From an optimization exercise on the open Yosys and OpenROAD flow, aimed at small area and a short achievable clock period; shortcuts taken in it are not production practice. In this exercise RTL edits were held to simulation tests only and were not proved equivalent to the original. No driver is modelled on the clock port, so clocking that relies on it looks cheaper here than on a real chip. Power and IR drop assume default switching activity.

// dac_frame_buffer
module dac_frame_buffer #(
  parameter int DATA_W    = 12,
  parameter int FRAME_LEN = 80
) (
  input  logic              clk,
  input  logic              reset,
  input  logic [6:0]        ADR,
  input  logic              SEL,
  input  logic              wr_valid,
  input  logic [DATA_W-1:0] wr_data,
  output logic              wr_ready,
  output logic [DATA_W-1:0] dac_data,
  output logic              dac_strobe,
  output logic              underrun
);
  localparam logic [6:0]      SYNC_ADR = 7'(FRAME_LEN);
  localparam int              NL1      = (FRAME_LEN + 2) / 3;   
  localparam int              NL2      = (NL1 + 2) / 3;
  localparam int              NL3      = (NL2 + 2) / 3;
  logic [FRAME_LEN-1:0][DATA_W-1:0] bank0_r;
  logic [FRAME_LEN-1:0][DATA_W-1:0] bank1_r;
  logic              wr_ready_r;
  logic              wr_full_o_r;
  logic [7:0]        wlo_r;
  logic [FRAME_LEN/8-1:0] whi_r;
  logic              sel_q_r;
  logic              underrun_r;
  logic [6:0]           adr_q_r;
  logic [FRAME_LEN-1:0] rsel_r;      
  logic                 rbank_r;     
  logic                 rd_strobe_r;
  ...
For scale: ~3500 cells after synthesis, roughly 2000 flip-flops, ~0.071 sq mm of cells after synthesis.
Settings: LEC_CHECK=0, CAP_MARGIN=20, CORE_MARGIN=2, CORE_UTILIZATION=60, CTS_BUF_LIST=sky130_fd_sc_hd__clkbuf_16, CTS_CLUSTER_DIAMETER=100, CTS_CLUSTER_SIZE=25, SETUP_SLACK_MARGIN=1.4, SLEW_MARGIN=20, SYNTH_HIERARCHICAL=1; clock period 3.6 ns.
standard.sh (not shown) runs the stock make flow with config.mk's settings and CLKGATE_MAP_FILE= SYNTH_SCRIPT=/design/flow/synth_recipe.tcl, a recipe that flattens the netlist after the stock synthesis.
==> flow/flow/run.sh <==
#!/bin/bash
set -euo pipefail
W=$(pwd)
bash standard.sh synth > synth.log 2>&1
sed "s|\"\${@:-finish}\"|POST_CTS_TCL=$W/flow/post_cts.tcl 'BUFFER_PORTS_ARGS=-buffer_cell sky130_fd_sc_hd__buf_4' \"\${@:-finish}\"|" standard.sh > own_standard.sh
grep -q "POST_CTS_TCL=.*BUFFER_PORTS_ARGS=" own_standard.sh
bash own_standard.sh > layout.log 2>&1
==> flow/flow/post_cts.tcl <==
# Useful skew for the read path: insert a short chain of clock buffers in
# front of the clock pins of the DAC output registers (dac_data_r), one chain
# per leaf clock net that feeds them, placed at the registers' centroid;
# then legalize.
# Each buffer is inserted next to the registers, so the last one listed
# drives them; it is a strong one, so that their clock slew stays low.
set skew_cells {sky130_fd_sc_hd__clkbuf_1 sky130_fd_sc_hd__clkbuf_8}
set block [ord::get_db_block]
array set groups {}
foreach cell [get_cells dac_data_r*] {
  set pin [get_pins -of_objects $cell -filter "lib_pin_name == CLK"]
  set net [get_nets -of_objects $pin]
  lappend groups([get_full_name $net]) $cell
}
set i 0
foreach netname [lsort [array names groups]] {
  set flops $groups($netname)
  set sx 0
  set sy 0
  set pins {}
  foreach f $flops {
    lassign [[sta::sta_to_db_inst $f] getLocation] fx fy
    set sx [expr {$sx + $fx}]
    set sy [expr {$sy + $fy}]
    lappend pins [get_pins -of_objects $f -filter "lib_pin_name == CLK"]
  }
  set n [llength $flops]
  set dbu [$block getDbUnitsPerMicron]
  set x [expr {double($sx) / $n / $dbu}]
  set y [expr {double($sy) / $n / $dbu}]
  puts "skew: net $netname, $n registers, buffer at $x $y"
  set k 0
  foreach skew_cell $skew_cells {
    insert_buffer -buffer_cell $skew_cell -net [get_nets -of_objects [lindex $pins 0]] \
      -load_pins $pins -location [list $x $y] -buffer_name skew_buf_${i}_$k \
      -net_name skew_clk_${i}_$k
    incr k
  }
  incr i
}
global_connect
detailed_placement
check_placement -verbose
estimate_parasitics -placement
report_clock_skew
report_worst_slack -max
report_checks -path_delay max -group_path_count 3 -format end
Then changed:
--- a/flow/flow/post_cts.tcl
+++ b/flow/flow/post_cts.tcl
@@ -7 +7 @@
-set skew_cells {sky130_fd_sc_hd__clkbuf_1 sky130_fd_sc_hd__clkbuf_8}
+set skew_cells {sky130_fd_sc_hd__clkbuf_2 sky130_fd_sc_hd__clkbuf_4}
The new run finished clean; die area is unchanged; routed wire length stays flat; global-route usage barely changes; first-iteration DRC count fell by 2.9%; utilization is about the same; clock skew fell by 0.0035 ns; critical path depth does not change; total power stays flat; fmax fell by 0.94%; setup slack got worse by 0.021 ns; sequential cell count is unchanged.
Then changed:
--- a/flow/flow/post_cts.tcl
+++ b/flow/flow/post_cts.tcl
@@ -0,0 +1 @@
+# Post-CTS step of the own flow.
@@ -7 +8 @@
-set skew_cells {sky130_fd_sc_hd__clkbuf_2 sky130_fd_sc_hd__clkbuf_4}
+set skew_cells {sky130_fd_sc_hd__clkbuf_1 sky130_fd_sc_hd__clkbuf_1 sky130_fd_sc_hd__clkbuf_8}
@@ -8,0 +10,12 @@
+
+# Drive strength: the registers that drive long wires (the one-hot word
+# selects, which fan out across the array, and the registers behind output
+# ports) get the strongest flip-flop of their type.
+foreach pat {rsel_r* dac_data_r* dac_strobe_r* underrun_r* wr_full_o_r* wr_ready_r*} {
+  foreach cell [get_cells $pat] {
+    if {[get_property [get_lib_cells -of_objects $cell] name] ne "sky130_fd_sc_hd__dfxtp_4"} {
+      replace_cell $cell sky130_fd_sc_hd__dfxtp_4
+    }
+  }
+}
+
SETUP_SLACK_MARGIN = 1.7   (was 1.4)
After rerunning:
- area after synthesis stays the same
- fmax drops by 2.9%
- design area increases by 2.2%
- wire length climbs by 6.8%
- clock power barely changes
- sequential share of layout area falls by 1.4 points
Then changed:
--- a/flow/flow/run.sh
+++ b/flow/flow/run.sh
@@ -1,0 +2,8 @@
+# Own layout flow: the standard flow (standard.sh) with two changes:
+# - the port buffers that placement inserts on every input and output are
+#   sky130_fd_sc_hd__buf_4 (buffer_ports -buffer_cell) instead of the
+#   default choice, a slow delay cell;
+# - one extra step after clock tree synthesis (flow/post_cts.tcl) gives the
+#   registers that drive long wires the strongest flip-flop of their type.
+# Synthesis is the standard one, unchanged. Each tool's output goes to the
+# ORFS logs under orfs/logs/, and each make run's output to a log here.
==> flow/flow/post_cts.tcl (replaced) <==
# Post-CTS step of the own flow.
# Drive strength: the registers that drive long wires (the one-hot word
# selects, which fan out across the array, and the registers behind output
# ports) get the strongest flip-flop of their type; then legalize.
foreach pat {rsel_r* dac_data_r* dac_strobe_r* underrun_r* wr_full_o_r* wr_ready_r*} {
  foreach cell [get_cells $pat] {
    if {[get_property [get_lib_cells -of_objects $cell] name] ne "sky130_fd_sc_hd__dfxtp_4"} {
      replace_cell $cell sky130_fd_sc_hd__dfxtp_4
    }
  }
}
detailed_placement
check_placement -verbose
estimate_parasitics -placement
report_worst_slack -max
report_checks -path_delay max -group_path_count 3 -format end
SETUP_SLACK_MARGIN = 1.4   (was 1.7)
Critical path depth goes up by 6.
Setup slack got worse by 0.18 ns.
Area after synthesis is unchanged.
Then changed:
==> flow/flow/run.sh (replaced) <==
#!/bin/bash
set -euo pipefail
W=$(pwd)
bash standard.sh synth > synth.log 2>&1
sed "s|\"\${@:-finish}\"|POST_CTS_TCL=$W/flow/post_cts.tcl 'BUFFER_PORTS_ARGS=-buffer_cell sky130_fd_sc_hd__buf_4' \"\${@:-finish}\"|" standard.sh > own_standard.sh
grep -q "POST_CTS_TCL=.*BUFFER_PORTS_ARGS=" own_standard.sh
bash own_standard.sh > layout.log 2>&1
--- a/flow/flow/post_cts.tcl
+++ b/flow/flow/post_cts.tcl
@@ -1,0 +2,9 @@
+# Useful skew for the read path: insert a short chain of clock buffers in
+# front of the clock pins of the DAC output registers (dac_data_r), one chain
+# per leaf clock net that feeds them, placed at the registers' centroid;
+# then legalize.
+# Each buffer is inserted next to the registers, so the last one listed
+# drives them; it is a strong one, so that their clock slew stays low.
+set skew_cells {sky130_fd_sc_hd__clkbuf_1 sky130_fd_sc_hd__clkbuf_1 sky130_fd_sc_hd__clkbuf_8}
+set block [ord::get_db_block]
+
@@ -4 +13 @@
-# ports) get the strongest flip-flop of their type; then legalize.
+# ports) get the strongest flip-flop of their type.
@@ -11,0 +21,34 @@
+
+array set groups {}
+foreach cell [get_cells dac_data_r*] {
+  set pin [get_pins -of_objects $cell -filter "lib_pin_name == CLK"]
+  set net [get_nets -of_objects $pin]
+  lappend groups([get_full_name $net]) $cell
+}
+set i 0
+foreach netname [lsort [array names groups]] {
+  set flops $groups($netname)
+  set sx 0
+  set sy 0
+  set pins {}
+  foreach f $flops {
+    lassign [[sta::sta_to_db_inst $f] getLocation] fx fy
+    set sx [expr {$sx + $fx}]
+    set sy [expr {$sy + $fy}]
+    lappend pins [get_pins -of_objects $f -filter "lib_pin_name == CLK"]
+  }
+  set n [llength $flops]
+  set dbu [$block getDbUnitsPerMicron]
+  set x [expr {double($sx) / $n / $dbu}]
+  set y [expr {double($sy) / $n / $dbu}]
+  puts "skew: net $netname, $n registers, buffer at $x $y"
+  set k 0
+  foreach skew_cell $skew_cells {
+    insert_buffer -buffer_cell $skew_cell -net [get_nets -of_objects [lindex $pins 0]] \
+      -load_pins $pins -location [list $x $y] -buffer_name skew_buf_${i}_$k \
+      -net_name skew_clk_${i}_$k
+    incr k
+  }
+  incr i
+}
+global_connect
@@ -14,0 +58 @@
+report_clock_skew
Via count stays flat.
Die area does not change.
Sequential power barely changes.
Area after synthesis stays the same.
Utilization stays flat.
Global-route usage hardly moves.
Worst hold slack loses 0.0064 ns.
Cell area is about the same.
Cell count barely changes.
Clock skew went up by 0.31 ns.
Clock power is about the same.

-- what the ideal ports hide --
The results above use ideal ports. As a check the final layouts listed here were re-extracted and re-timed, cells and wires unchanged.
Step 1: set_driving_cell puts a clkbuf_16 on clk and a buf_2 on each other input, an assumption about the parent block.
Step 2, shift: input delay + t, output delay - t, t = (earliest + latest rising clock arrival at the registers) / 2. This alone moves slack from input paths to output paths.
Three values: ideal, step 1, step 2; two values: the first two.
| run | t, ns | slack for setup (ns) | worst setup path after step 2 | latest minus earliest clock arrival (ns) | cell pins on the clock port's net |
|---|---|---|---|---|---|
| the first run | 0.895 | 1.344 / 1.292 / 0.853 | input to register | 0.266 / 0.266 | 1 |
| the second run | 0.892 | 1.323 / 1.296 / 0.842 | input to register | 0.262 / 0.261 | 1 |
| the third run | 0.962 | 1.256 / 1.173 / 0.858 | input to register | 0.377 / 0.377 | 1 |
| the fourth run | 0.780 | 1.077 / 1.077 / 0.955 | input to register | 0.031 / 0.031 | 1 |
| the fifth run | 0.934 | 1.350 / 1.272 / 0.806 | input to register | 0.336 / 0.336 | 1 |
In the third run and the fifth run the clock reaches the registers at very different times; t lies between them, and the last value is a rough guide only. For the fifth run, which loses most, drivers alone change the setup slack by -0.078 ns; drivers and shift together by -0.544 ns.
